Background: an optimization exercise with open tools, aiming at small area. Do not read the settings as production practice. Function was checked by simulation only, so behaviour that the tests miss may differ from the original. Power figures rest on the tool's default switching activity, not on a simulated workload. The flow treats the clock pin as an ideal source, which a real chip does not have.

**flow/design.v**
```verilog
package isa_pkg;
    localparam int WORD_W   = 64;
    localparam int IMM_W    = 32;
    localparam int SEL_W    = 3;
    localparam int OP_W     = 6;
    localparam int NUM_REGS = 1 << SEL_W;
    localparam int PAD_W = WORD_W - IMM_W - 1 - 3 * SEL_W - OP_W;
    typedef logic [WORD_W-1:0] word_t;
    typedef logic [IMM_W-1:0]  imm_t;
    typedef logic [SEL_W-1:0]  reg_sel_t;
    typedef logic [OP_W-1:0]   opcode_t;
    typedef struct packed {
        imm_t             imm;
        logic [PAD_W-1:0] unused;
        logic             hilo;
        reg_sel_t         dst;
        reg_sel_t         src_b;
        reg_sel_t         src_a;
        opcode_t          op;
    } instr_t;
    typedef enum logic [2:0] {
        FETCH_REQ,
        FETCH_REL,
        EXECUTE,
        STORE_REQ,
        STORE_REL,
        ADVANCE,
        HALTED
    } seq_state_t;
    localparam opcode_t OP_LDI   = 6'd0;
    localparam opcode_t OP_ADD   = 6'd1;
    localparam opcode_t OP_SUB   = 6'd2;
    localparam opcode_t OP_AND   = 6'd3;
    localparam opcode_t OP_OR    = 6'd4;
    localparam opcode_t OP_XOR   = 6'd5;
    localparam opcode_t OP_SHL   = 6'd6;
    localparam opcode_t OP_STORE = 6'd7;
    localparam opcode_t OP_FEQ   = 6'd8;
    localparam opcode_t OP_FLT   = 6'd9;
    localparam opcode_t OP_FAND  = 6'd10;
    localparam opcode_t OP_JMP   = 6'd11;
    localparam opcode_t OP_JF    = 6'd12;
    localparam opcode_t OP_HALT  = 6'd13;
endpackage
package bus_pkg;
    localparam int ADDR_W = 64;
    localparam int DATA_W = 64;
    typedef logic [ADDR_W-1:0] addr_t;
    typedef logic [DATA_W-1:0] data_t;
    typedef struct packed {
        addr_t addr;
        data_t wdata;
        logic  write;
    } mem_req_t;
endpackage
`timescale 1ns/1ps
module cpu_top
(
    input  logic     clock,
    input  logic     rst,
    input  logic     ack,
    input  isa_pkg::word_t    rdata,
    output logic     req,
    output bus_pkg::mem_req_t mem_req,
    output logic     halted
);
    localparam logic [3:0] S_INIT   = 4'd0;    
    localparam logic [3:0] S_LX     = 4'd1;    
    localparam logic [3:0] S_FETCH  = 4'd2;    
    localparam logic [3:0] S_EXW    = 4'd3;    
    localparam logic [3:0] S_EX1    = 4'd4;    
    localparam logic [3:0] S_EX2    = 4'd5;    
    localparam logic [3:0] S_LXB    = 4'd6;    
    localparam logic [3:0] S_STREQ  = 4'd7;    
    localparam logic [3:0] S_LXW    = 4'd8;    
    localparam logic [3:0] S_HALTED = 4'd9;
    logic [3:0]  state;
    logic [5:0]  k;
    logic        last;
    logic [5:0]  op;
    logic [2:0]  sa;
    logic [2:0]  sb;
    logic [2:0]  dst;
    logic        hilo;
    logic        imm_bit;
    logic        st_init, st_lx, st_ex1, st_ex2, st_lxb, st_streq;
    logic [63:0] regs [0:7];
    logic [7:0]  ro;
    logic [63:0] pcr;
    logic [63:0] xr;
    logic [63:0] yr;
    logic [7:0]  flags;
    logic [5:0]  s;       
    logic        c;       
    logic        pc_c;    
    logic        a_bit, b_bit, fa, fb;
    logic [2:0]  b_sel;
    logic        op_ldi, op_add, op_sub, op_and, op_or, op_xor, op_shl;
    logic        op_store, op_feq, op_flt, op_fand, op_jmp, op_jf, op_halt;
    logic        sub, bb, cin, sum, c_next, alu_bit, ge, w_bit, jump;
    logic        reg_op, wen_any, pc_in, pcin, x_in, flag_v;
    logic [7:0]  wen;
    assign op   = rdata[5:0];
    assign sa   = rdata[8:6];
    assign sb   = rdata[11:9];
    assign dst  = rdata[14:12];
    assign hilo = rdata[15];
    assign imm_bit = rdata[32 + k[4:0]];
    assign last     = &k;
    assign st_init  = (state == S_INIT);
    assign st_lx    = (state == S_LX);
    assign st_ex1   = (state == S_EX1);
    assign st_ex2   = (state == S_EX2);
    assign st_lxb   = (state == S_LXB);
    assign st_streq = (state == S_STREQ);
    assign op_ldi   = (op == isa_pkg::OP_LDI);
    assign op_add   = (op == isa_pkg::OP_ADD);
    assign op_sub   = (op == isa_pkg::OP_SUB);
    assign op_and   = (op == isa_pkg::OP_AND);
    assign op_or    = (op == isa_pkg::OP_OR);
    assign op_xor   = (op == isa_pkg::OP_XOR);
    assign op_shl   = (op == isa_pkg::OP_SHL);
    assign op_store = (op == isa_pkg::OP_STORE);
    assign op_feq   = (op == isa_pkg::OP_FEQ);
    assign op_flt   = (op == isa_pkg::OP_FLT);
    assign op_fand  = (op == isa_pkg::OP_FAND);
    assign op_jmp   = (op == isa_pkg::OP_JMP);
    assign op_jf    = (op == isa_pkg::OP_JF);
    assign op_halt  = (op == isa_pkg::OP_HALT);
    always_comb
    begin
        for (int j = 0; j < 8; j++)
        begin
            ro[j] = regs[j][0];
        end
    end
    assign b_sel = st_lxb ? s[2:0] : sb;
    assign a_bit = ro[sa];
    assign b_bit = ro[b_sel];
    assign fa    = flags[sa];
    assign fb    = flags[sb];
    assign sub    = op_sub | op_feq | op_flt;
    assign bb     = b_bit ^ sub;
    assign cin    = (k == 6'd0) ? sub : c;
    assign sum    = a_bit ^ bb ^ cin;
    assign c_next = (~op_feq & a_bit & bb) | (cin & (a_bit ^ bb));
    always_comb
    begin
        alu_bit = 1'b0;
        if (op_ldi)
        begin
            if (hilo)
            begin
                alu_bit = k[5] ? imm_bit : a_bit;
            end
            else
            begin
                alu_bit = ~k[5] & imm_bit;
            end
        end
        else if (op_add | op_sub)
        begin
            alu_bit = sum;
        end
        else if (op_and)
        begin
            alu_bit = a_bit & b_bit;
        end
        else if (op_or)
        begin
            alu_bit = a_bit | b_bit;
        end
        else if (op_xor)
        begin
            alu_bit = a_bit ^ b_bit;
        end
    end
    assign ge     = (k >= s);
    assign reg_op = op_ldi | op_add | op_sub | op_and | op_or | op_xor;
    assign wen_any = st_ex1 & reg_op | st_ex2;
    assign w_bit  = st_init ? 1'b0 : (st_ex2 ? (ge & yr[0]) : alu_bit);
    always_comb
    begin
        for (int j = 0; j < 8; j++)
        begin
            wen[j] = st_init | (wen_any & (dst == 3'(j)));
        end
    end
    always_ff @(posedge clock)
    begin
        for (int j = 0; j < 8; j++)
        begin
            regs[j] <= {wen[j] ? w_bit : regs[j][0], regs[j][63:1]};
        end
    end
    assign jump  = op_jmp | (op_jf & fa);
    assign pcin  = (k == 6'd0) ? 1'b1 : pc_c;
    always_comb
    begin
        pc_in = pcr[0];
        if (st_init)
        begin
            pc_in = 1'b0;
        end
        else if (st_ex1)
        begin
            pc_in = jump ? (~k[5] & imm_bit) : (pcr[0] ^ pcin);
        end
    end
    always_ff @(posedge clock)
    begin
        pcr  <= {pc_in, pcr[63:1]};
        pc_c <= pcr[0] & pcin;
        c    <= c_next;
    end
    assign x_in = st_lxb ? b_bit : pcr[0];
    always_ff @(posedge clock)
    begin
        if (st_lx | st_lxb)
        begin
            xr <= {x_in, xr[63:1]};
        end
        if (st_ex1 | (st_ex2 & ge))
        begin
            yr <= {a_bit, yr[63:1]};
        end
    end
    always_ff @(posedge clock)
    begin
        if (st_ex1)
        begin
            if (op_store)
            begin
                s[2:0] <= sb;
            end
            else if (k < 6'd6)
            begin
                s <= {b_bit, s[5:1]};
            end
        end
    end
    always_comb
    begin
        flag_v = fa & fb;
        if (op_feq)
        begin
            flag_v = c_next;
        end
        else if (op_flt)
        begin
            flag_v = ~c_next;
        end
    end
    always_ff @(posedge clock)
    begin
        if (rst)
        begin
            flags <= '0;
        end
        else if (st_ex1 & last & (op_feq | op_flt | op_fand))
        begin
            flags[dst] <= flag_v;
        end
    end
    always_ff @(posedge clock)
    begin
        if (rst)
        begin
            state <= S_INIT;
            k     <= '0;
            req   <= 1'b0;
        end
        else
        begin
            k <= k + 6'd1;
            case (state)
                S_INIT:
                begin
                    if (last)
                    begin
                        state <= S_LX;
                    end
                end
                S_LX:
                begin
                    if (last)
                    begin
                        state <= S_FETCH;
                    end
                end
                S_FETCH:
                begin
                    if (req && ack)
                    begin
                        state <= S_EXW;
                    end
                    else if (!ack)
                    begin
                        req <= 1'b1;
                    end
                end
                S_EXW:
                begin
                    if (op_halt)
                    begin
                        req   <= 1'b0;
                        state <= S_HALTED;
                    end
                    else if (last)
                    begin
                        state <= S_EX1;
                    end
                end
                S_EX1:
                begin
                    if (last)
                    begin
                        if (op_shl)
                        begin
                            state <= S_EX2;
                        end
                        else
                        begin
                            req   <= 1'b0;
                            state <= op_store ? S_LXB : S_LX;
                        end
                    end
                end
                S_EX2:
                begin
                    if (last)
                    begin
                        req   <= 1'b0;
                        state <= S_LX;
                    end
                end
                S_LXB:
                begin
                    if (last)
                    begin
                        state <= S_STREQ;
                    end
                end
                S_STREQ:
                begin
                    if (req && ack)
                    begin
                        req   <= 1'b0;
                        state <= S_LXW;
                    end
                    else if (!ack)
                    begin
                        req <= 1'b1;
                    end
                end
                S_LXW:
                begin
                    if (last)
                    begin
                        state <= S_LX;
                    end
                end
                default:
                begin
                    req <= 1'b0;
                end
            endcase
        end
    end
    assign mem_req.addr  = xr;
    assign mem_req.wdata = yr;
    assign mem_req.write = st_streq;
    assign halted        = (state == S_HALTED);
endmodule
```
**flow/flow/run.sh**
```bash
#!/bin/bash
# Standard ORFS layout (the standard.sh, unchanged synthesis, floorplan,
# power grid and routing) with two changes:
#  - ports are buffered with sky130_fd_sc_hd__buf_1 instead of the default pick
#  - the clock tree is built from clkbuf_8 only, without dummy loads
# make's full output goes to standard.log; ORFS writes its per-step logs
# under orfs/logs.
export BUFFER_PORTS_ARGS="-buffer_cell sky130_fd_sc_hd__buf_1"
export CTS_ARGS="-sink_clustering_enable -repair_clock_nets -buf_list sky130_fd_sc_hd__clkbuf_4 -sink_clustering_size 10 -sink_clustering_max_diameter 40 -dont_use_dummy_load"
bash standard.sh > standard.log 2>&1
```
**flow/standard.sh**
```bash
#!/bin/bash
# synth_recipe.tcl (not shown) runs the flow's synth.tcl, then flattens the netlist and writes it again
# the make line also repeats each setting of config.mk as NAME=value (left out here)
make -C /OpenROAD-flow-scripts/flow DESIGN_CONFIG=/design/flow/config.mk WORK_HOME=/design/flow/orfs CLKGATE_MAP_FILE= SYNTH_SCRIPT=/design/flow/synth_recipe.tcl "${@:-finish}"
```
**flow/config.mk**
```make
export PLATFORM = sky130hd
export DESIGN_NAME = cpu_top
export DESIGN_NICKNAME = cpu_top
export VERILOG_FILES = /design/flow/design.v
export SDC_FILE = /design/flow/constraint.sdc
export NUM_CORES = 4
export LEC_CHECK = 0
export CAP_MARGIN = 20
export CORE_MARGIN = 2
export CORE_UTILIZATION = 60
export SLEW_MARGIN = 20
```
**flow/constraint.sdc**
```tcl
create_clock -name core_clock -period 10.0 [get_ports {clock}]
set_input_delay 2.0000 -clock core_clock [delete_from_list [all_inputs] [get_ports {clock}]]
set_output_delay 2.0000 -clock core_clock [all_outputs]
set_load 0.01 [all_outputs]
```
==> results of run 1 <==
[state kept, by name (all words and copies together), names as in the netlist]
register,count
c,1
flags,8
k,6
pc_c,1
pcr,64
regs,512
req,1
s,6
state,4
xr,64
yr,64
[synth_stat cells, types with 9 or more instances]
library cell	instances
dfxtp_1	597
edfxtp_1	134
nand2_1	30
a21oi_1	28
mux2i_1	23
nor2_1	21
ha_1	19
nand2b_1	18
inv_1	17
o21ai_0	14
nand3_1	13
a22oi_1	9
nor2b_1	9
o21ai_1	9
[metal layers]
layer	wire length (µm)	global-route usage
met1	12500	0.234
met2	10400	0.233
met3	1830	0.0379
met4	675	0.0718
met5	0	0
[cell type report]
type                            instances  area [µm²]  area share
Inverter                               21        78.8     0.00393
Sequential cell                       731       16000       0.796
Clock buffer                           87         653      0.0325
Antenna cell                            1        2.50    0.000125
Multi-Input combinational cell        288        2160       0.108
Tap cell                              390         488      0.0243
Timing Repair Buffer                  185         709      0.0354
[worst max-delay path, stage by stage]
cell and delay [ns]:
buf_1 0.32, mux2_1 0.36, o21ai_0 0.19, o22ai_1 0.17, a2bb2oi_4 0.24, xnor2_1 0.18
xnor2_1 0.15, ha_1 0.27, mux2i_1 0.17, mux2_2 0.18, o21ai_0 0.08, a32o_2 0.27
a221oi_4 0.45, o21ai_1 0.14
[power groups by stage]
stage	sequential [mW]	clock, mW	combinational, mW
after floorplan	3.05	0	0.0373
after global placement	3.06	0	0.0531
after detailed placement	3.06	0	0.0540
after CTS	2.99	1.26	0.0543
after global routing	2.99	1.37	0.0600
final	2.99	1.19	0.0539
[kinds of logic after synthesis]
kind of cell	synth area share
simple gates	0.0384
buf+inv	0.00849
mux	0.0262
fa+ha+maj	0.0130
xor+xnor	0.00288
compound gates	0.0363
flops	0.875
[how the worst max path moves through the flow]
stage               slack [ns]  cells after the start          end  startpoint
finish                    5.39                     14  regs[5][63]    rdata[9]
detailed placement        4.69                     14  regs[5][63]    rdata[9]
global route              5.21                     14  regs[5][63]    rdata[9]
floorplan                 3.54                      8        yr[0]        k[0]
CTS                       5.43                     14  regs[5][63]    rdata[9]
global placement          4.83                     14  regs[4][63]    rdata[9]
==> flow_summary.ini, run 1 <==
[status]
outcome = finished clean

[power_and_ir_drop]
p_int_mw = 3.41
p_sw_uw = 825
combPwrFrac = 0.013
p_clk_frac = 0.282
p_seq_frac = 0.706
total_power_mw = 4.24
ir_drop_v = 0.000123
p_leak_nw = 7.40
p_per_area_nw_per_um2 = 211
swShare = 0.195

[final_layout]
fillCellCount = 2133
final_nets = 1400
area_delta_synth_final_pct = 9.87
fin_util = 0.673
final_common_cell = dfxtp_1
final_cell_mix = dfxtp_1, buf_1, edfxtp_1
instances_no_fill = 1703
design_area_um2 = 20100
drive_gt1_frac = 0.0899

[synthesis]
synth_seq_cells = 731
yosys_warnings = 2
syn_nets = 1142
synthFlopType = dfxtp_1
synth_area_leader_cell = dfxtp_1
syn_area_um2 = 18300
synthArstFlopShare = 0
yosysUniqueCellTypes = 61
netlist.area_leader.share = 0.654
synth_cells = 1056
synth_edf_count = 134
synth_area_leaders = dfxtp_1, edfxtp_1, ha_1, mux2i_1, a21oi_1
ys_seq_area_frac = 0.875
synth_area_per_cell_um2 = 17.3

[worst_setup_path]
timing_worst_setup_path_type = in -> reg
r2r-start = state[2]
endpoint_kind = register
startpoint_type = primary input
reg2reg_to = regs[5][63]
worstPathArrival_ns = 5.16
cp_data_required_time_ns = 10.56
r2r_slack_ns = 5.84
cp_max_fo = 8
r2r_cells = 14

[grt]
gr-usage-all-layers = 0.161
first_global_vias = 7965
grt.overflow.total = 0
antenna_found_initial = 1
grt_start_max_net_pins = 65
grt_pass1_wl_um = 40100

[sta]
timing.slew.headroom = 0.299
finalClockSkew_ns = 0.137
rsz0062_at_grt = false
setup_tns_ns = 0
whs_ns = 0.226
fin_crit_ns = 4.61
hold_viol = 0
worstMarginPinSlew_ns = 1.05
fmax_mhz = 217
setup_ws_ns = 5.39
finalSetupViolations = 0
period_share = 0.461
slew_violations = 0

[clock_network]
clockBufferDepth = 3
cts_setup_buffers = 0
ctsHtreeMaxLevel = 3
cts_tree = built
clockRootBuffer = clkbuf_4
cts_resized = 0
cts.sinks = 731
clk_pin_slew_ns = 0.10
insertion_delay_ns = 0.73
cts_buffers = 87
cts_hold_buf = 0

[floorplan]
start_util = 0.613
dieArea_um2 = 31900
num_io_pins = 198
fp.dieW_um = 178
die_y_um = 178
core_um2 = 29800
std_cell_rows = 63

[worst_hold_path]
min_to = pcr[8]
hp-class = reg -> reg
hp-start = pcr[9]
worstHoldPathCells = 0

[placed_design]
gp_congestion = 0.796
numPlacedInstances = 1615
io_buffers = 181
place_ws_ns = 4.69
placed_cell_area_um2 = 19400
dp_hpwl_um = 16100

[detailed_routing]
viasPerCell = 4.89
drt_iter0_drc = 491
routed_wirelength_um = 25400
dr.pass1.iters = 5
drtAntennaViolNets = 0
post_drt_wl_per_cell_um = 14.9
vias = 8331
drc_errors = 0

[job]
cap_violations = 0
==> inputs of run 2 (changes only) <==
--- a/flow/design.v
+++ b/flow/design.v
@@ -66,24 +66,26 @@
 );
     localparam logic [3:0] S_INIT   = 4'd0;    
     localparam logic [3:0] S_LX     = 4'd1;    
-    localparam logic [3:0] S_FETCH  = 4'd2;    
-    localparam logic [3:0] S_EXW    = 4'd3;    
-    localparam logic [3:0] S_EX1    = 4'd4;    
-    localparam logic [3:0] S_EX2    = 4'd5;    
-    localparam logic [3:0] S_LXB    = 4'd6;    
-    localparam logic [3:0] S_STREQ  = 4'd7;    
-    localparam logic [3:0] S_LXW    = 4'd8;    
-    localparam logic [3:0] S_HALTED = 4'd9;
+    localparam logic [3:0] S_LXI    = 4'd2;    
+    localparam logic [3:0] S_FETCH  = 4'd3;    
+    localparam logic [3:0] S_EXW    = 4'd4;    
+    localparam logic [3:0] S_EX1    = 4'd5;    
+    localparam logic [3:0] S_EX2    = 4'd6;    
+    localparam logic [3:0] S_LXB    = 4'd7;    
+    localparam logic [3:0] S_STREQ  = 4'd8;    
+    localparam logic [3:0] S_LXW    = 4'd9;    
+    localparam logic [3:0] S_HALTED = 4'd10;
     logic [3:0]  state;
     logic [5:0]  k;
     logic        last;
+    logic        first;
     logic [5:0]  op;
     logic [2:0]  sa;
     logic [2:0]  sb;
     logic [2:0]  dst;
     logic        hilo;
     logic        imm_bit;
-    logic        st_init, st_lx, st_ex1, st_ex2, st_lxb, st_streq;
+    logic        st_init, st_ex1, st_ex2, st_lxb, st_inc, st_streq;
     logic [63:0] regs [0:7];
     logic [7:0]  ro;
     logic [63:0] pcr;
@@ -92,13 +94,12 @@
     logic [7:0]  flags;
     logic [5:0]  s;       
     logic        c;       
-    logic        pc_c;    
     logic        a_bit, b_bit, fa, fb;
     logic [2:0]  b_sel;
     logic        op_ldi, op_add, op_sub, op_and, op_or, op_xor, op_shl;
     logic        op_store, op_feq, op_flt, op_fand, op_jmp, op_jf, op_halt;
-    logic        sub, bb, cin, sum, c_next, alu_bit, ge, w_bit, jump;
-    logic        reg_op, wen_any, pc_in, pcin, x_in, flag_v;
+    logic        sub, bb, cin, c_next, alu_bit, ge, w_bit, jump;
+    logic        reg_op, wen_any, pc_in, p_inc, x_in, flag_v;
     logic [7:0]  wen;
     assign op   = rdata[5:0];
     assign sa   = rdata[8:6];
@@ -107,11 +108,12 @@
     assign hilo = rdata[15];
     assign imm_bit = rdata[32 + k[4:0]];
     assign last     = &k;
+    assign first    = ~|k;
     assign st_init  = (state == S_INIT);
-    assign st_lx    = (state == S_LX);
     assign st_ex1   = (state == S_EX1);
     assign st_ex2   = (state == S_EX2);
     assign st_lxb   = (state == S_LXB);
+    assign st_inc   = (state == S_LXB) | (state == S_LXI);
     assign st_streq = (state == S_STREQ);
     assign op_ldi   = (op == isa_pkg::OP_LDI);
     assign op_add   = (op == isa_pkg::OP_ADD);
@@ -141,9 +143,9 @@
     assign fb    = flags[sb];
     assign sub    = op_sub | op_feq | op_flt;
     assign bb     = b_bit ^ sub;
-    assign cin    = (k == 6'd0) ? sub : c;
-    assign sum    = a_bit ^ bb ^ cin;
-    assign c_next = (~op_feq & a_bit & bb) | (cin & (a_bit ^ bb));
+    assign cin    = first ? (sub | ~st_ex1) : c;
+    assign c_next = st_ex1 ? ((~op_feq & a_bit & bb) | (cin & (a_bit ^ bb)))
+                           : (pcr[0] & cin);
     always_comb
     begin
         alu_bit = 1'b0;
@@ -160,7 +162,7 @@
         end
         else if (op_add | op_sub)
         begin
-            alu_bit = sum;
+            alu_bit = a_bit ^ bb ^ cin;
         end
         else if (op_and)
         begin
@@ -175,10 +177,10 @@
             alu_bit = a_bit ^ b_bit;
         end
     end
-    assign ge     = (k >= s);
-    assign reg_op = op_ldi | op_add | op_sub | op_and | op_or | op_xor;
+    assign ge      = (k >= s);
+    assign reg_op  = op_ldi | op_add | op_sub | op_and | op_or | op_xor;
     assign wen_any = st_ex1 & reg_op | st_ex2;
-    assign w_bit  = st_init ? 1'b0 : (st_ex2 ? (ge & yr[0]) : alu_bit);
+    assign w_bit   = ~st_init & (st_ex2 ? (ge & yr[0]) : alu_bit);
     always_comb
     begin
         for (int j = 0; j < 8; j++)
@@ -194,29 +196,28 @@
         end
     end
     assign jump  = op_jmp | (op_jf & fa);
-    assign pcin  = (k == 6'd0) ? 1'b1 : pc_c;
+    assign p_inc = pcr[0] ^ (st_inc & cin);
     always_comb
     begin
-        pc_in = pcr[0];
+        pc_in = p_inc;
         if (st_init)
         begin
             pc_in = 1'b0;
         end
-        else if (st_ex1)
+        else if (st_ex1 & jump)
         begin
-            pc_in = jump ? (~k[5] & imm_bit) : (pcr[0] ^ pcin);
+            pc_in = ~k[5] & imm_bit;
         end
     end
     always_ff @(posedge clock)
     begin
-        pcr  <= {pc_in, pcr[63:1]};
-        pc_c <= pcr[0] & pcin;
-        c    <= c_next;
+        pcr <= {pc_in, pcr[63:1]};
+        c   <= c_next;
     end
-    assign x_in = st_lxb ? b_bit : pcr[0];
+    assign x_in = st_lxb ? b_bit : p_inc;
     always_ff @(posedge clock)
     begin
-        if (st_lx | st_lxb)
+        if ((state == S_LX) | st_inc)
         begin
             xr <= {x_in, xr[63:1]};
         end
@@ -274,14 +275,14 @@
         begin
             k <= k + 6'd1;
             case (state)
-                S_INIT:
+                S_INIT, S_LXW:
                 begin
                     if (last)
                     begin
                         state <= S_LX;
                     end
                 end
-                S_LX:
+                S_LX, S_LXI:
                 begin
                     if (last)
                     begin
@@ -321,8 +322,19 @@
                         end
                         else
                         begin
-                            req   <= 1'b0;
-                            state <= op_store ? S_LXB : S_LX;
+                            req <= 1'b0;
+                            if (op_store)
+                            begin
+                                state <= S_LXB;
+                            end
+                            else if (jump)
+                            begin
+                                state <= S_LX;
+                            end
+                            else
+                            begin
+                                state <= S_LXI;
+                            end
                         end
                     end
                 end
@@ -331,7 +343,7 @@
                     if (last)
                     begin
                         req   <= 1'b0;
-                        state <= S_LX;
+                        state <= S_LXI;
                     end
                 end
                 S_LXB:
@@ -353,13 +365,6 @@
                         req <= 1'b1;
                     end
                 end
-                S_LXW:
-                begin
-                    if (last)
-                    begin
-                        state <= S_LX;
-                    end
-                end
                 default:
                 begin
                     req <= 1'b0;
--- a/flow/flow/run.sh
+++ b/flow/flow/run.sh
@@ -6,5 +6,5 @@
 # make's full output goes to standard.log; ORFS writes its per-step logs
 # under orfs/logs.
 export BUFFER_PORTS_ARGS="-buffer_cell sky130_fd_sc_hd__buf_1"
-export CTS_ARGS="-sink_clustering_enable -repair_clock_nets -buf_list sky130_fd_sc_hd__clkbuf_4 -sink_clustering_size 10 -sink_clustering_max_diameter 40 -dont_use_dummy_load"
+export CTS_ARGS="-sink_clustering_enable -repair_clock_nets -buf_list sky130_fd_sc_hd__clkbuf_8 -sink_clustering_size 20 -sink_clustering_max_diameter 60 -dont_use_dummy_load"
 bash standard.sh > standard.log 2>&1
--- a/flow/config.mk
+++ b/flow/config.mk
@@ -7,5 +7,5 @@
 export LEC_CHECK = 0
 export CAP_MARGIN = 20
 export CORE_MARGIN = 2
-export CORE_UTILIZATION = 60
+export CORE_UTILIZATION = 40
 export SLEW_MARGIN = 20
==> flow_summary.ini, run 2 <==
[worst_setup_path]
critPathMaxStageDelay_ns = 0.56
r2r-start = state[2]
r2r_cells = 14
worst_path_most_repeated_cell = nor2_1
cp_data_required_time_ns = 10.45
startpoint_type = primary input
slowest_stage = or4_1
reg2reg_to = regs[4][63]
endpoint_kind = register
r2r_slack_ns = 5.50
critPathBufInv = 1
cp.depth = 13
worstPathArrival_ns = 5.26
crit_end = regs[4][63]
critPathTopFamily = simple AND/OR/NAND/NOR gates
startpoint = rdata[1]
path_cells = buf_1 > mux2i_1 > or4_1 > and3_1 > nor2_1 > xnor2_1 > ha_1 > a211o_1 > and4b_1 > nor2_1 > a211oi_2 > a31oi_2 > a311oi_1
timing_worst_setup_path_type = in -> reg
cp_max_fo = 11

[floorplan]
start_util = 0.403
num_io_pins = 198
die_y_um = 217
core_um2 = 45200
fp.dieW_um = 217
dieArea_um2 = 47300
std_cell_rows = 78

[detailed_routing]
routed_wirelength_um = 26300
drt_iter0_drc = 457
post_drt_wl_per_cell_um = 14.2
viasPerCell = 4.37
vias = 8076
dr.pass1.iters = 7
drc_errors = 0
drtAntennaViolNets = 0

[final_layout]
final_nets = 1335
regArea_um2 = 16000
final_cell_mix = dfxtp_1, buf_1, edfxtp_1
largest_reg_flops = 512
top_register = regs
drive_gt1_frac = 0.0585
multi_input_area_um2 = 2090
final_common_cell = dfxtp_1
area_delta_synth_final_pct = 10.8
fillCellCount = 3949

[grt]
grt.overflow.total = 0
gr-usage-met3 = 0.0329
first_global_vias = 7963
grt_pass1_wl_um = 41900
grt_use_met2 = 0.163
grt-busiest-layer = met2
antenna_found_initial = 3
grt_start_max_net_pins = 65
use_met1 = 0.156
gr-usage-all-layers = 0.111

[sta]
fin_crit_ns = 4.81
worstMarginPinSlew_ns = 0.851
timing.slew.headroom = 0.428
finalClockSkew_ns = 0.0429
period_share = 0.481
rsz0062_at_grt = false
finalSetupViolations = 0
setup_tns_ns = 0
whs_ns = 0.286
hold_viol = 0
fmax_mhz = 208
slew_violations = 0

[clock_network]
cts_resized = 0
clk_pin_slew_ns = 0.11
cts_tree = built
insertion_delay_ns = 0.59
ctsHtreeMaxLevel = 2
cts_hold_buf = 0
clockRootBuffer = clkbuf_8
cts_buffers = 44
cts.sinks = 730
clockBufferDepth = 3
cts_setup_buffers = 0

[power_and_ir_drop]
ir_drop_v = 0.000109
p_per_area_nw_per_um2 = 213
p_sw_uw = 846
p_leak_nw = 7.34
p_int_mw = 3.45
p_clk_frac = 0.272
swShare = 0.197
combPwrFrac = 0.023
p_seq_frac = 0.705

[job]
cap_violations = 0

[synthesis]
yosysUniqueCellTypes = 61
syn_area_um2 = 18200
synth_area_leader_cell = dfxtp_1
synth_area_per_cell_um2 = 17.5
synth_area_leaders = dfxtp_1, edfxtp_1, mux4_2, ha_1, a21oi_1
ys_seq_area_frac = 0.876
synth_cells = 1042
synth_edf_count = 134
synthArstFlopShare = 0
yosys_warnings = 2
synth_common_cells = dfxtp_1, edfxtp_1, nor2_1
synth_seq_cells = 730
yosysMostFrequentCell = dfxtp_1
synthFlopType = dfxtp_1
netlist.area_leader.share = 0.655
syn_nets = 1127

[worst_hold_path]
hp-class = reg -> reg

[placed_design]
dp_hpwl_um = 16500
io_buffers = 181
gp_congestion = 0.822

[status]
outcome = finished clean
[run 2: cell types whose count changed in the layout (fill, tap and decap cells not counted), moves of 7 or more]
cell      previous run  this run
nand2b_1            18         2
mux2i_1             23        12
nand3_1             13         5
o21ai_1              9         1
clkbuf_8             0        44
nor2b_1              9         2
clkbuf_4            87         0
a311oi_1             1         9
a22oi_1              9         1
nor2_1              20        31
mux4_2               5        12
[run 2: cells by family (layout without fill, tap and decap cells)]
| group | count (synthesis) | count (layout) | share of synthesized area |
|---|---|---|---|
| DFF | 730 | 730 | 0.876 |
| and+or+nand+nor | 117 | 117 | 0.0339 |
| AOI/OAI and AO/OA | 96 | 96 | 0.0369 |
| buffers and inverters | 44 | 250 | 0.0104 |
| muxes | 29 | 29 | 0.0270 |
| adders and majority gates | 18 | 18 | 0.0124 |
| xor gates and xnor gates | 8 | 8 | 0.00385 |
| other | 0 | 1 | 0 |
[run 2: per-layer routing]
layer	up-vias	wire (µm)
met3	51	1790
met2	212	10900
met1	3872	13000
li1	3937	-
met5	-	23
met4	4	557
[run 2: through the flow]
step	setup slack, ns	std cells	util	instance area, µm²	total power, mW
floorplan	3.71	1042	-	18200	3.16
CTS	5.29	1847	0.447	20200	4.36
detailed placement	4.63	1803	0.433	19600	3.20
finish	5.19	1849	0.447	20200	4.30
global placement	4.69	1803	0.433	19600	3.20
global route	5.06	1848	0.447	20200	4.48
[run 2: how the worst min path moves through the flow]
stage / start / endpoint / cells past startpoint
2_1_floorplan: pcr[1] / pcr[0] / 0
3_3_place_gp: regs[4][7] / regs[4][6] / 0
3_5_place_dp: regs[0][10] / regs[0][9] / 0
4_1_cts: regs[0][2] / regs[0][1] / 0
5_1_grt: regs[0][2] / regs[0][1] / 0
6_report: regs[5][28] / regs[5][27] / 0
[run 2: worst register-to-register path, delay by kind of cell (launching register included)]
| family | cells | cell delay [ns] |
|---|---|---|
| AND/OR/NAND/NOR | 4 | 0.96 |
| adder cells (fa/ha/maj) | 1 | 0.29 |
| AO/OA/AOI/OAI | 8 | 2.18 |
| flip-flops | 1 | 0.81 |
| XOR/XNOR | 1 | 0.13 |
[run 2: power groups by stage]
stage,registers [mW],logic (mW),clock network [mW]
after global routing,3.04,0.109,1.33
after global placement,3.10,0.0977,0
after CTS,3.03,0.0992,1.23
after detailed placement,3.10,0.0994,0
after floorplan,3.11,0.0563,0
final,3.03,0.0987,1.17
[run 2: area by class of cell]
class,instances,share of cell area
well taps,600,0.0372
flip-flops and latches,730,0.790
repair buffers,185,0.0353
multi-input cells,268,0.104
diodes,1,0.000124
clock buffers,44,0.0300
inverters,21,0.00390
==> inputs of run 3 (changes only) <==
--- a/flow/design.v
+++ b/flow/design.v
@@ -146,37 +146,20 @@
     assign cin    = first ? (sub | ~st_ex1) : c;
     assign c_next = st_ex1 ? ((~op_feq & a_bit & bb) | (cin & (a_bit ^ bb)))
                            : (pcr[0] & cin);
+    logic [3:0] lut;
+    logic       ldi_bit;
     always_comb
     begin
-        alu_bit = 1'b0;
-        if (op_ldi)
-        begin
-            if (hilo)
-            begin
-                alu_bit = k[5] ? imm_bit : a_bit;
-            end
-            else
-            begin
-                alu_bit = ~k[5] & imm_bit;
-            end
-        end
-        else if (op_add | op_sub)
-        begin
-            alu_bit = a_bit ^ bb ^ cin;
-        end
-        else if (op_and)
-        begin
-            alu_bit = a_bit & b_bit;
-        end
-        else if (op_or)
-        begin
-            alu_bit = a_bit | b_bit;
-        end
-        else if (op_xor)
-        begin
-            alu_bit = a_bit ^ b_bit;
-        end
+        case (op[2:0])
+            3'd1:    lut = 4'b0110;    
+            3'd2:    lut = 4'b1001;    
+            3'd3:    lut = 4'b1000;    
+            3'd4:    lut = 4'b1110;    
+            default: lut = 4'b0110;    
+        endcase
     end
+    assign ldi_bit = hilo ? (k[5] ? imm_bit : a_bit) : (~k[5] & imm_bit);
+    assign alu_bit = op_ldi ? ldi_bit : (lut[{a_bit, b_bit}] ^ ((op_add | op_sub) & cin));
     assign ge      = (k >= s);
     assign reg_op  = op_ldi | op_add | op_sub | op_and | op_or | op_xor;
     assign wen_any = st_ex1 & reg_op | st_ex2;
--- a/flow/config.mk
+++ b/flow/config.mk
@@ -7,5 +7,5 @@
 export LEC_CHECK = 0
 export CAP_MARGIN = 20
 export CORE_MARGIN = 2
-export CORE_UTILIZATION = 40
+export CORE_UTILIZATION = 60
 export SLEW_MARGIN = 20
==> flow_summary.ini, run 3 <==
[status]
outcome = finished clean

[grt]
grt_pass1_wl_um = 39200
grt.overflow.total = 0
gr-usage-all-layers = 0.157
grt_start_max_net_pins = 65
first_global_vias = 7742
antenna_found_initial = 3

[sta]
timing.slew.headroom = 0.343
setup_tns_ns = 0
fin_crit_ns = 4.33
slew_violations = 0
hold_viol = 0
period_share = 0.433
worstMarginPinSlew_ns = 0.972
rsz0062_at_grt = false
finalSetupViolations = 0
fmax_mhz = 231
whs_ns = 0.284
finalClockSkew_ns = 0.0830
setup_ws_ns = 5.67

[power_and_ir_drop]
ir_drop_v = 0.000150
p_leak_nw = 7.29
p_per_area_nw_per_um2 = 211

[synthesis]
yosysUniqueCellTypes = 63
syn_nets = 1125
synth_seq_cells = 730
syn_area_um2 = 18100
synth_cells = 1043
synth_area_leaders = dfxtp_1, edfxtp_1, mux4_2, ha_1, nor2_1
synth_edf_count = 134
synthFlopType = dfxtp_1
netlist.area_leader.share = 0.658
synthArstFlopShare = 0
synth_common_cells = dfxtp_1, edfxtp_1, nor2_1
synth_area_leader_cell = dfxtp_1
ys_seq_area_frac = 0.880
yosys_warnings = 2
yosysMostFrequentCell = dfxtp_1
synth_area_per_cell_um2 = 17.4

[detailed_routing]
drtAntennaViolNets = 0
routed_wirelength_um = 24500
dr.pass1.iters = 4
drt_iter0_drc = 360
drc_errors = 0
vias = 7906
viasPerCell = 4.81
post_drt_wl_per_cell_um = 14.9

[worst_hold_path]
worstHoldPathCells = 0
hp-class = reg -> reg
min_to = pcr[62]
hp-start = pcr[63]

[worst_setup_path]
reg2reg_to = yr[13]
critPathMaxStageDelay_ns = 0.58
r2r_cells = 6
endpoint_kind = register
startpoint = rdata[11]
worstPathArrival_ns = 4.70
slowest_stage = mux4_1
path_cells = buf_1 > mux4_1 > mux2_2 > mux2_4 > xnor2_1 > o31a_1 > o21ai_2 > xor2_1 > a21oi_2 > a311oi_1
cp_data_required_time_ns = 10.37
startpoint_type = primary input
r2r-start = state[2]
timing_worst_setup_path_type = in -> reg
r2r_slack_ns = 6.53
cp_max_fo = 8

[floorplan]
num_io_pins = 198
dieArea_um2 = 31600
start_util = 0.610
core_um2 = 29700
std_cell_rows = 63
die_y_um = 178
fp.dieW_um = 178

[clock_network]
clockRootBuffer = clkbuf_8
insertion_delay_ns = 0.59
cts.sinks = 730
cts_hold_buf = 0
ctsHtreeMaxLevel = 2
cts_tree = built
cts_setup_buffers = 0
cts_resized = 0
clockBufferDepth = 3
clk_pin_slew_ns = 0.11
cts_buffers = 44

[final_layout]
design_area_um2 = 19900
area_delta_synth_final_pct = 9.51
final_nets = 1333
final_common_cell = dfxtp_1
drive_gt1_frac = 0.0592
largest_reg_flops = 512
regArea_um2 = 16000
final_cell_mix = dfxtp_1, buf_1, edfxtp_1
fillCellCount = 2146
fin_util = 0.669
multi_input_area_um2 = 2050
top_register = regs

[placed_design]
gp_congestion = 0.804
dp_hpwl_um = 15600
placed_cell_area_um2 = 19300
place_ws_ns = 5.12
io_buffers = 181

[job]
cap_violations = 0
-- run 3: cell types whose count changed in the layout (fill, tap and decap cells not counted), sizes merged, moves of 5 or more --
cell,previous run,this run
a21o,8,3
and3,7,2
inv,21,15
a21oi,27,19
a211oi,9,2
o31ai,1,7
a311oi,9,2
nand2,25,32
nand3,5,14
nor2b,2,9
-- run 3: cells by family after synthesis --
| family | Yosys count | share of synthesized area |
|---|---|---|
| AND/OR/NAND/NOR | 143 | 0.0406 |
| adder cells (fa/ha/maj) | 15 | 0.0103 |
| XOR/XNOR | 10 | 0.00524 |
| multiplexers | 29 | 0.0268 |
| buffers and inverters | 37 | 0.00800 |
| AO/OA/AOI/OAI | 79 | 0.0295 |
| flip-flops | 730 | 0.880 |
-- run 3: final cells by class --
class,count,share of cell area
inverter,16,0.00302
multi-input combinational,276,0.103
antenna,4,0.000504
timing repair buffer,183,0.0350
clock buffer,44,0.0305
tap,390,0.0246
sequential,730,0.803
-- run 3: per-layer routing --
| layer | routed length (µm) | track usage | up-vias |
|---|---|---|---|
| li1 | - | - | 3930 |
| met1 | 11800 | 0.225 | 3764 |
| met2 | 10500 | 0.235 | 162 |
| met3 | 1460 | 0.0364 | 50 |
| met4 | 725 | 0.0601 | 0 |
| met5 | 0 | 0 | - |
-- run 3: critical path, delay by kind of cell --
kind | cells | cell delay, ns
multiplexers | 3 | 1.19
AO/OA/AOI/OAI | 4 | 0.99
buffers and inverters | 1 | 0.24
XOR/XNOR | 2 | 0.27
-- run 3: worst max-delay path by stage --
stage,slack (ns),cells past startpoint,to
2_1_floorplan,3.62,5,xr[0]
3_3_place_gp,5.20,10,flags[0]
3_5_place_dp,5.12,10,flags[0]
4_1_cts,5.71,10,flags[0]
5_1_grt,5.56,10,flags[0]
6_report,5.67,10,flags[0]
-- run 3: report_power, final --
part,total (mW),internal (mW),switching (mW)
Clock,1.15,0.398,0.756
Sequential,2.99,2.98,0.00461
Combinational,0.0458,0.0217,0.0242
Total,4.19,3.40,0.784
-- run 3: per-stage QoR --
stage,power [mW],instances
3_3_place_gp,3.10,1595
3_5_place_dp,3.10,1595
6_report,4.19,1643
2_1_floorplan,3.08,1043
4_1_cts,4.24,1639
5_1_grt,4.35,1641
==> inputs of run 4 (changes only) <==
--- a/flow/config.mk
+++ b/flow/config.mk
@@ -7,5 +7,5 @@
 export LEC_CHECK = 0
 export CAP_MARGIN = 20
 export CORE_MARGIN = 2
-export CORE_UTILIZATION = 60
+export CORE_UTILIZATION = 40
 export SLEW_MARGIN = 20
==> flow_summary.ini, run 4 <==
[clock_network]
cts_setup_buffers = 0
clockBufferDepth = 3
cts_tree = built
cts.sinks = 730
cts_hold_buf = 0
clockRootBuffer = clkbuf_8
cts_resized = 0
clk_pin_slew_ns = 0.10
insertion_delay_ns = 0.63
ctsHtreeMaxLevel = 2
cts_buffers = 44

[worst_setup_path]
endpoint_kind = register
critPathTopFamily = compound AO/OA/AOI/OAI gates
critPathMaxStageDelay_ns = 0.54
slowest_stage = mux4_2
timing_worst_setup_path_type = in -> reg
worst_path_most_repeated_cell = o21ai_1
path_cells = buf_1 > mux4_2 > mux2i_1 > clkinv_1 > xnor2_2 > nor3b_1 > o31ai_1 > o21ai_1 > a22oi_2 > o21ai_1
cp_max_fo = 8
cp_data_required_time_ns = 10.50
worstPathArrival_ns = 4.73
critPathBufInv = 2
startpoint_type = primary input

[final_layout]
top_register = regs
area_delta_synth_final_pct = 10.9
largest_reg_flops = 512
instances_no_fill = 1849
fin_util = 0.446
drive_gt1_frac = 0.0592
final_cell_mix = dfxtp_1, buf_1, edfxtp_1
antenna_cells = 0
final_nets = 1333
final_common_cell = dfxtp_1

[synthesis]
synth_compound_area_frac = 0.0295
yosysMostFrequentCell = dfxtp_1
synthFlopType = dfxtp_1
synth-simple-area-share = 0.0406
ys_seq_area_frac = 0.880
synth_cells = 1043
synth_common_cells = dfxtp_1, edfxtp_1, nor2_1
synth_edf_count = 134
synthAdderAreaFrac = 0.0103
synth_area_leader_cell = dfxtp_1
synthArstFlopShare = 0
syn_area_um2 = 18100
netlist.area_leader.share = 0.658
yosysUniqueCellTypes = 63
syn_nets = 1125
synth_xor_area_frac = 0.00524
yosys_warnings = 2
synth_area_per_cell_um2 = 17.4
synth_top_family_by_area = simple AND/OR/NAND/NOR gates
synth.area.mux_share = 0.0268
synth_seq_cells = 730
synth_area_leaders = dfxtp_1, edfxtp_1, mux4_2, ha_1, nor2_1

[floorplan]
die_y_um = 217
std_cell_rows = 78
start_util = 0.402
num_io_pins = 198
core_um2 = 45100
fp.dieW_um = 217
dieArea_um2 = 47100

[detailed_routing]
vias = 8059
drt_iter0_drc = 493
routed_wirelength_um = 26000
drtAntennaViolNets = 0
dr.pass1.iters = 5
drc_errors = 0
post_drt_wl_per_cell_um = 14.1
viasPerCell = 4.36

[power_and_ir_drop]
swShare = 0.193
p_int_mw = 3.40
ir_drop_v = 0.000133
p_seq_frac = 0.708
combPwrFrac = 0.011
p_sw_uw = 814
p_leak_nw = 7.29
p_clk_frac = 0.281
p_per_area_nw_per_um2 = 210

[placed_design]
dp_hpwl_um = 16100
io_buffers = 181
numPlacedInstances = 1805
gp_congestion = 0.774
place_ws_ns = 5.11

[sta]
setup_tns_ns = 0
finalSetupViolations = 0
worstMarginPinSlew_ns = 1.08
finalClockSkew_ns = 0.0564
fmax_mhz = 236
period_share = 0.423
hold_viol = 0
fin_crit_ns = 4.23
rsz0062_at_grt = false
timing.slew.headroom = 0.267
slew_violations = 0
setup_ws_ns = 5.77

[status]
outcome = finished clean

[grt]
grt_pass1_wl_um = 41000
grt.overflow.total = 0
grt_start_max_net_pins = 65
antenna_found_initial = 2
first_global_vias = 7675
gr-usage-all-layers = 0.110

[job]
cap_violations = 0

[worst_hold_path]
hp-class = reg -> reg
-- run 4: kinds of logic (layout without fill, tap and decap cells) --
| kind of cell | after synthesis | after routing |
|---|---|---|
| xor gates and xnor gates | 10 | 10 |
| AOI/OAI and AO/OA | 79 | 79 |
| adders and majority gates | 15 | 15 |
| muxes | 29 | 29 |
| and+or+nand+nor | 143 | 143 |
| buffers and inverters | 37 | 243 |
| DFF | 730 | 730 |
-- run 4: final cells by class --
type | instances | area, µm²
flip-flops and latches | 730 | 16000
well taps | 600 | 751
repair buffers | 183 | 694
fillers | 4005 | 25000
clock buffers | 44 | 606
multi-input cells | 276 | 2050
inverters | 16 | 60.1
-- run 4: path summary, 6_finish.rpt --
kind | slack [ns] | depth (start not counted) | start | end
hold / removal | 0.30 | 0 | regs[5][60] | regs[5][59]
setup / recovery | 5.77 | 10 | rdata[7] | regs[6][63]
setup reg to reg | 6.48 | 6 | state[2] | yr[30]
hold reg to reg | 0.30 | 0 | regs[5][60] | regs[5][59]
-- run 4: power groups by stage --
stage | Clock [mW] | Combinational [mW] | Sequential [mW]
floorplan | 0 | 0.0326 | 3.05
global placement | 0 | 0.0461 | 3.05
detailed placement | 0 | 0.0469 | 3.05
CTS | 1.25 | 0.0472 | 2.99
global route | 1.35 | 0.0524 | 2.99
finish | 1.18 | 0.0467 | 2.99
-- run 4: metrics by stage --
step	area, µm²	hold slack, ns	power, mW
after global routing	20100	0.304	4.39
after detailed placement	19500	0.312	3.10
after global placement	19500	0.311	3.10
after floorplan	18100	0.310	3.08
after CTS	20100	0.298	4.28
final	20100	0.299	4.22
-- run 4: layer usage --
metal | up-vias | routed length [µm] | global-route usage
met5 | - | 13 | 0
li1 | 3918 | - | -
met3 | 57 | 1700 | 0.0321
met2 | 184 | 10500 | 0.150
met4 | 2 | 819 | 0.0502
met1 | 3898 | 13000 | 0.160
==> inputs of run 5 (changes only) <==
--- a/flow/flow/run.sh
+++ b/flow/flow/run.sh
@@ -6,5 +6,5 @@
 # make's full output goes to standard.log; ORFS writes its per-step logs
 # under orfs/logs.
 export BUFFER_PORTS_ARGS="-buffer_cell sky130_fd_sc_hd__buf_1"
-export CTS_ARGS="-sink_clustering_enable -repair_clock_nets -buf_list sky130_fd_sc_hd__clkbuf_8 -sink_clustering_size 20 -sink_clustering_max_diameter 60 -dont_use_dummy_load"
+export CTS_ARGS="-sink_clustering_enable -repair_clock_nets -buf_list sky130_fd_sc_hd__clkbuf_16 -sink_clustering_size 34 -sink_clustering_max_diameter 80 -dont_use_dummy_load"
 bash standard.sh > standard.log 2>&1
==> flow_summary.ini, run 5 <==
[placed_design]
dp_hpwl_um = 16100
place_ws_ns = 5.11
gp_congestion = 0.774
io_buffers = 181

[final_layout]
top_register = regs
drive_gt1_frac = 0.0455
multi_input_area_um2 = 2050
final_cell_mix = dfxtp_1, buf_1, edfxtp_1
antenna_cells = 0
area_delta_synth_final_pct = 11.2
final_common_cell = dfxtp_1
regArea_um2 = 16000
final_nets = 1315
largest_reg_flops = 512
fillCellCount = 4003

[sta]
setup_tns_ns = 0
period_share = 0.425
slew_violations = 0
finalClockSkew_ns = 0.0618
setup_ws_ns = 5.75
rsz0062_at_grt = false
hold_viol = 0
timing.slew.headroom = 0.270
fin_crit_ns = 4.25
fmax_mhz = 235
finalSetupViolations = 0
worstMarginPinSlew_ns = 1.08

[worst_setup_path]
cp_data_required_time_ns = 10.47
crit_end = regs[2][63]
startpoint_type = primary input
r2r_cells = 6
reg2reg_to = yr[38]
r2r_slack_ns = 6.44
endpoint_kind = register
r2r-start = state[2]
cp_max_fo = 8
timing_worst_setup_path_type = in -> reg
startpoint = rdata[7]
worstPathArrival_ns = 4.72

[synthesis]
synth_area_leader_cell = dfxtp_1
synthArstFlopShare = 0
yosysUniqueCellTypes = 63
yosysMostFrequentCell = dfxtp_1
yosys_warnings = 2
ys_seq_area_frac = 0.880
synth_area_leaders = dfxtp_1, edfxtp_1, mux4_2, ha_1, nor2_1
synth_cells = 1043
syn_area_um2 = 18100
synth_common_cells = dfxtp_1, edfxtp_1, nor2_1
synth_area_per_cell_um2 = 17.4
synth_edf_count = 134
synth_seq_cells = 730
netlist.area_leader.share = 0.658
synthFlopType = dfxtp_1
syn_nets = 1125

[clock_network]
clockRootBuffer = clkbuf_16
clk_pin_slew_ns = 0.11
cts_setup_buffers = 0
clockBufferDepth = 3
cts_tree = built
ctsHtreeMaxLevel = 1
cts.sinks = 730
cts_hold_buf = 0
cts_buffers = 26
cts_resized = 0
insertion_delay_ns = 0.60

[power_and_ir_drop]
p_sw_uw = 796
p_int_mw = 3.47
p_seq_frac = 0.699
combPwrFrac = 0.011
ir_drop_v = 0.000167
p_per_area_nw_per_um2 = 212
p_clk_frac = 0.290
p_leak_nw = 7.29
swShare = 0.186

[grt]
grt.overflow.total = 0
gr-usage-all-layers = 0.106
grt_start_max_net_pins = 65
first_global_vias = 7494
grt_pass1_wl_um = 40300
antenna_found_initial = 2

[detailed_routing]
drc_errors = 0
vias = 7948
drt_iter0_drc = 572
dr.pass1.iters = 5
post_drt_wl_per_cell_um = 13.9
routed_wirelength_um = 25500
viasPerCell = 4.34
drtAntennaViolNets = 0

[floorplan]
num_io_pins = 198
dieArea_um2 = 47100
fp.dieW_um = 217
die_y_um = 217
core_um2 = 45100
start_util = 0.402
std_cell_rows = 78

[worst_hold_path]
worstHoldPathCells = 0
hp-class = reg -> reg

[status]
outcome = finished clean

[job]
cap_violations = 0
run 5: cell families after synthesis:
family                     after synthesis  share of synthesized area
adders and majority gates               15                     0.0103
DFF                                    730                      0.880
and+or+nand+nor                        143                     0.0406
AOI/OAI and AO/OA                       79                     0.0295
xor gates and xnor gates                10                    0.00524
muxes                                   29                     0.0268
buffers and inverters                   37                    0.00800
run 5: cell type report:
class,count,share of cell area
clock buffer,26,0.0323
sequential,730,0.791
multi-input combinational,276,0.102
inverter,16,0.00298
tap,600,0.0372
timing repair buffer,183,0.0344
run 5: per-layer routing:
metal / vias up / part of all wire / GRT usage
met2: 175 / 0.41 / 0.150
met1: 3850 / 0.50 / 0.159
met4: 2 / 0.021 / 0.0288
met5: - / 0.00051 / 0
met3: 26 / 0.064 / 0.0291
li1: 3895 / - / -
run 5: worst min path at each step:
stage	startpoint	to	slack [ns]
after global routing	regs[4][45]	regs[4][44]	0.29
final	regs[4][45]	regs[4][44]	0.29
after detailed placement	pcr[25]	pcr[24]	0.31
after CTS	regs[4][45]	regs[4][44]	0.29
after floorplan	pcr[1]	pcr[0]	0.31
after global placement	regs[5][38]	regs[5][37]	0.31
run 5: power by group through the flow:
| stage | clock, mW | combinational [mW] | sequential (mW) |
|---|---|---|---|
| after floorplan | 0 | 0.0326 | 3.05 |
| after global placement | 0 | 0.0461 | 3.05 |
| after detailed placement | 0 | 0.0469 | 3.05 |
| after CTS | 1.29 | 0.0472 | 2.99 |
| after global routing | 1.39 | 0.0524 | 2.99 |
| final | 1.24 | 0.0469 | 2.99 |
run 5: metrics by stage:
step                hold slack (ns)  cells  total power, mW  area [µm²]   util
floorplan                     0.310   1043             3.08       18100      -
global placement              0.311   1805             3.10       19500  0.433
detailed placement            0.312   1805             3.10       19500  0.433
CTS                           0.289   1831             4.33       20200  0.447
global route                  0.290   1831             4.43       20200  0.447
finish                        0.292   1831             4.27       20200  0.447
run 5: worst max-delay path, stage by stage:
cell and delay (ns):
buf_1 0.28, mux4_2 0.54, mux2i_1 0.32, clkinv_1 0.33
xnor2_2 0.23, nor3b_1 0.14, o31ai_1 0.24, o21ai_1 0.12
a22oi_2 0.38, o21ai_1 0.15

[re-timing with driven ports]
The results above use ideal ports. As a check the final layouts listed here were re-extracted and re-timed, cells and wires unchanged. Step 1 sets driving cells, clkbuf_16 on the clock port and buf_2 on the other inputs (assumed; they add their load-dependent delay and slew). Step 2 also shifts input and output timing later by t, the mid clock arrival at the registers, as if the neighbouring blocks saw the same clock. a / b / c = ideal / step 1 / step 2; a / b = the first two.
run | shift t [ns] | setup WS [ns] | worst slew at a driven data input, ns
run 1 | 0.708 | 5.391 / 5.360 / 4.653 | 0.09
run 2 | 0.611 | 5.186 / 5.199 / 4.588 | 0.08
run 3 | 0.598 | 5.672 / 5.644 / 5.046 | 0.09
run 4 | 0.649 | 5.766 / 5.742 / 5.093 | 0.09
run 5 | 0.620 | 5.749 / 5.726 / 5.106 | 0.08
After both steps every run listed still meets setup and hold. The setup slack of run 1, which loses most, moves by -0.031 ns with the drivers and by -0.738 ns with both steps.
